Source: an optimization exercise on an open RTL-to-GDS flow (aim: small area). Production flows keep margins and buffers that such runs may drop.
Only simulation tests tie the RTL to the original design; equivalence was not proved.
Power figures rest on the tool's default switching activity, not on a simulated workload.

JK:
==> module led_cube_scan_driver, before the edit <==
module led_cube_scan_driver #(
  parameter int          N            = 8,
  parameter int          LAYER_DWELL  = 50000,
  parameter int          BLANK_CYCLES = 500,
  parameter logic [7:0]  SYNC_BYTE    = 8'hA5
) (
  input  logic             clk,
  input  logic             reset_n,
  input  logic             enable,
  input  logic [7:0]       in_data,
  input  logic             in_valid,
  output logic             in_ready,
  output logic [N*N-1:0]   col_out,
  output logic [N-1:0]     layer_out,
  output logic             frame_tick,
  output logic [7:0]       frame_count,
  output logic             sync_err
);
  localparam int NBITS  = N * N * N;
  localparam int NBYTES = NBITS / 8;        
  localparam int AW     = (NBYTES > 1) ? $clog2(NBYTES) : 1;
  localparam int LW     = (N > 1) ? $clog2(N) : 1;
  localparam int WB     = N * N;            
  localparam int NL     = WB / 8;           
  localparam int JW     = (NL > 1) ? $clog2(NL) : 1;
  localparam int NR     = N - 1;            
  localparam int CMAX   = (LAYER_DWELL > BLANK_CYCLES) ? LAYER_DWELL : BLANK_CYCLES;
  localparam int CW     = $clog2(CMAX + 1);
  logic            r_data;       
  logic [AW-1:0]   r_bidx;       
  logic            r_pending;
  logic            r_sync_err;
  logic            w_xfer;
  logic            w_wdata;
  logic            w_last;
  logic [LW-1:0]   w_word;       
  logic [JW-1:0]   w_lane;       
  logic [WB-1:0]   r_bw0;
  logic [NR-1:0][WB-1:0] r_bk;
  logic [LW-1:0]   r_ph;
  logic [7:0]      r_stg [NL];   
  logic            w_hit_cur;    
  logic            w_hit_prev;   
  logic [WB-1:0]   w_bins;       
  logic [N-1:0][WB-1:0] r_front;
  logic            r_fvalid;     
  logic            r_cpy;        
  logic            w_copy;
  logic            r_on;
  logic [CW-1:0]   r_cnt;
  logic [LW-1:0]   r_layer;
  logic            w_blank_first;
  logic            w_swap;
  logic [N-1:0]    r_dsel;       
  logic            r_tick;
  logic [7:0]      r_count;
  assign in_ready = ~r_pending;
  assign w_xfer   = in_valid & ~r_pending;
  assign w_wdata  = w_xfer & r_data;
  assign w_last   = w_wdata & (r_bidx == AW'(NBYTES - 1));
  assign w_word   = r_bidx[AW-1 -: LW];
  assign w_lane   = r_bidx[JW-1:0];
  always_ff @(posedge clk or negedge reset_n) begin
    if (!reset_n) begin
      r_data     <= 1'b0;
      r_bidx     <= '0;
      r_sync_err <= 1'b0;
      r_pending  <= 1'b0;
    end else begin
      r_sync_err <= w_xfer & ~r_data & (in_data != SYNC_BYTE);
      if (w_xfer) begin
        if (!r_data) begin
          r_data <= (in_data == SYNC_BYTE);
        end else begin
          r_bidx <= r_bidx + AW'(1);
          if (r_bidx == AW'(NBYTES - 1)) r_data <= 1'b0;
        end
      end
      if (w_last) begin
        r_pending <= 1'b1;
      end else if (w_swap) begin
        r_pending <= 1'b0;
      end
    end
  end
  always_ff @(posedge clk) begin
    for (int j = 0; j < NL; j++) begin
      if (w_wdata && (w_word == '0) && (w_lane == JW'(j))) begin
        r_bw0[j*8 +: 8] <= in_data;
      end
    end
  end
  always_ff @(posedge clk) begin
    if (w_wdata) begin
      r_stg[w_lane] <= in_data;
    end
  end
  assign w_hit_cur  = (w_word != LW'(0)) && (r_ph == w_word - LW'(1));
  assign w_hit_prev = (w_word != LW'(1)) && (r_ph == w_word - LW'(2));
  always_comb begin
    for (int j = 0; j < NL; j++) begin
      w_bins[j*8 +: 8] = ((JW'(j) < w_lane) ? w_hit_cur : w_hit_prev) ? r_stg[j] : r_bk[0][j*8 +: 8];
    end
  end
  always_ff @(posedge clk) begin
    for (int p = 0; p < NR - 1; p++) begin
      r_bk[p] <= r_bk[p+1];
    end
    r_bk[NR-1] <= w_bins;
  end
  always_ff @(posedge clk or negedge reset_n) begin
    if (!reset_n) begin
      r_ph  <= '0;
      r_cpy <= 1'b0;
    end else begin
      r_ph <= (r_ph == LW'(NR - 1)) ? '0 : r_ph + LW'(1);
      if (w_swap) begin
        r_cpy <= 1'b1;
      end else if (w_wdata && (r_bidx == AW'(NL - 1))) begin
        r_cpy <= 1'b0;
      end
    end
  end
  assign w_copy = w_swap | r_cpy;
  always_ff @(posedge clk) begin
    if (w_swap) begin
      r_front[0] <= r_bw0;
    end
    for (int w = 1; w < N; w++) begin
      if (w_copy && (r_ph == LW'(w - 1))) begin
        r_front[w] <= w_bins;
      end
    end
  end
  assign w_blank_first = ~r_on && (r_cnt == '0);
  assign w_swap        = enable && w_blank_first && (r_layer == '0) && r_pending;
  always_ff @(posedge clk or negedge reset_n) begin
    if (!reset_n) begin
      r_on    <= 1'b0;
      r_cnt   <= '0;
      r_layer <= '0;
    end else if (!enable) begin
      r_on    <= 1'b0;
      r_cnt   <= '0;
      r_layer <= '0;
    end else if (!r_on) begin
      if (r_cnt == CW'(BLANK_CYCLES - 1)) begin
        r_on  <= 1'b1;
        r_cnt <= '0;
      end else begin
        r_cnt <= r_cnt + CW'(1);
      end
    end else begin
      if (r_cnt == CW'(LAYER_DWELL - 1)) begin
        r_on    <= 1'b0;
        r_cnt   <= '0;
        r_layer <= (r_layer == LW'(N - 1)) ? '0 : r_layer + LW'(1);
      end else begin
        r_cnt <= r_cnt + CW'(1);
      end
    end
  end
  always_ff @(posedge clk or negedge reset_n) begin
    if (!reset_n) begin
      r_fvalid <= 1'b0;
      r_tick   <= 1'b0;
      r_count  <= '0;
      r_dsel   <= '0;
    end else begin
      r_tick  <= w_swap;
      r_count <= r_count + {7'd0, w_swap};
      if (w_swap) begin
        r_fvalid <= 1'b1;
      end
      if (!enable) begin
        r_dsel <= '0;
      end else if (w_blank_first) begin
        r_dsel <= (r_fvalid | w_swap) ? (N'(1) << r_layer) : '0;
      end
    end
  end
  always_comb begin
    col_out = '0;
    for (int l = 0; l < N; l++) begin
      col_out = col_out | ({WB{r_dsel[l]}} & r_front[l]);
    end
  end
  assign layer_out   = r_on ? (N'(1) << r_layer) : '0;
  assign frame_tick  = r_tick;
  assign frame_count = r_count;
  assign sync_err    = r_sync_err;
endmodule
Settings: LEC_CHECK=0, CAP_MARGIN=20, CORE_MARGIN=2, CORE_UTILIZATION=70, CTS_BUF_LIST=sky130_fd_sc_hd__clkbuf_8, CTS_CLUSTER_DIAMETER=50, CTS_CLUSTER_SIZE=16, PLACE_DENSITY=0.8, SLEW_MARGIN=20; clock period 20.0 ns.
run.sh (not shown) runs the stock make flow with config.mk's settings and CLKGATE_MAP_FILE= SYNTH_SCRIPT=/design/flow/synth_recipe.tcl, a recipe that flattens the netlist after the stock synthesis.
#### Input delta (MS over JK)
--- a/flow/design.v
+++ b/flow/design.v
@@ -42,7 +42,8 @@
   logic            w_hit_cur;    
   logic            w_hit_prev;   
   logic [WB-1:0]   w_bins;       
-  logic [N-1:0][WB-1:0] r_front;
+  logic [WB-1:0]   r_fw0;
+  logic [NR-1:0][WB-1:0] r_ft;
   logic            r_fvalid;     
   logic            r_cpy;        
   logic            w_copy;
@@ -51,7 +52,8 @@
   logic [LW-1:0]   r_layer;
   logic            w_blank_first;
   logic            w_swap;
-  logic [N-1:0]    r_dsel;       
+  logic [NR:0]     r_dsel;       
+  logic [NR-1:0]   w_pos1;       
   logic            r_tick;
   logic [7:0]      r_count;
   assign in_ready = ~r_pending;
@@ -105,8 +107,10 @@
   always_ff @(posedge clk) begin
     for (int p = 0; p < NR - 1; p++) begin
       r_bk[p] <= r_bk[p+1];
+      r_ft[p] <= r_ft[p+1];
     end
     r_bk[NR-1] <= w_bins;
+    r_ft[NR-1] <= w_copy ? r_bk[NR-1] : r_ft[0];
   end
   always_ff @(posedge clk or negedge reset_n) begin
     if (!reset_n) begin
@@ -124,12 +128,7 @@
   assign w_copy = w_swap | r_cpy;
   always_ff @(posedge clk) begin
     if (w_swap) begin
-      r_front[0] <= r_bw0;
-    end
-    for (int w = 1; w < N; w++) begin
-      if (w_copy && (r_ph == LW'(w - 1))) begin
-        r_front[w] <= w_bins;
-      end
+      r_fw0 <= r_bw0;
     end
   end
   assign w_blank_first = ~r_on && (r_cnt == '0);
@@ -175,14 +174,21 @@
       if (!enable) begin
         r_dsel <= '0;
       end else if (w_blank_first) begin
-        r_dsel <= (r_fvalid | w_swap) ? (N'(1) << r_layer) : '0;
+        if (r_layer == '0) begin
+          r_dsel <= {r_fvalid | w_swap, {NR{1'b0}}};
+        end else if (r_layer == LW'(1)) begin
+          r_dsel <= {1'b0, r_dsel[NR] ? w_pos1 : {NR{1'b0}}};
+        end
+      end else begin
+        r_dsel <= {r_dsel[NR], r_dsel[0], r_dsel[NR-1:1]};
       end
     end
   end
+  assign w_pos1 = NR'(1) << ((r_ph == '0) ? '0 : LW'(NR) - r_ph);
   always_comb begin
-    col_out = '0;
-    for (int l = 0; l < N; l++) begin
-      col_out = col_out | ({WB{r_dsel[l]}} & r_front[l]);
+    col_out = {WB{r_dsel[NR]}} & r_fw0;
+    for (int p = 0; p < NR; p++) begin
+      col_out = col_out | ({WB{r_dsel[p]}} & r_ft[p]);
     end
   end
   assign layer_out   = r_on ? (N'(1) << r_layer) : '0;
==> run summary <==
Between MS and JK, area enclosed by the die boundary is lower for MS, JK comes in above that.
Taking JK as the reference, in MS worst hold slack across all endpoints was more or less identical; portion of total power attributed to combinational logic went down by 0.5 points.
Part of the total power dissipated in the clock network: MS vs JK up 0.4 points
The sequential share of layout area number comes out higher for JK vs MS.
MS ended with less all-layer global routing usage than JK.
Fraction of the cycle the final worst path needs across MS and JK: no real change.
JK has completed all stages; timing, DRC and antenna checks passed.
MS completed end to end with timing, DRC and antenna clean.
Between JK and MS, the flow reports distinct cell type count of the synthesized netlist decreasing by more than 10%.
Count of TritonRoute iterations in the first routing pass, MS and JK, higher one = MS.
Count of plain and timing-repair buffers in the layout ended up 17 lower on MS than on JK.
From JK to MS the numbers moved as follows: number of synthesized flops with an enable pin now smaller; layout multi-input combinational cell count now larger.
Lower global-route met1 utilization among MS and JK: MS

## port drivers added, routing unchanged
The flow's constraints put no driver on any port. The routed layouts listed below were extracted and timed again, unchanged, in two steps.
Step 1, drivers: a clkbuf_16 drives clk and a buf_2 each remaining input, both assumed.
Step 2 adds t to the input delays and takes it off the output delays; t is the mean of the earliest and latest rising clock arrival at the registers after step 1. Input paths then give back, and output paths get back, about the clock's delay inside the block.
Slacks: ideal / step 1 / step 2; pairs: ideal / step 1.
| run | t, ns | slack for setup (ns) | clock arrival spread, ns |
|---|---|---|---|
| JK | 0.754 | 12.784 / 12.728 / 13.284 | 0.045 / 0.045 |
| MS | 0.694 | 12.769 / 12.718 / 13.054 | 0.028 / 0.028 |
After both steps setup and hold are still met in every run listed.
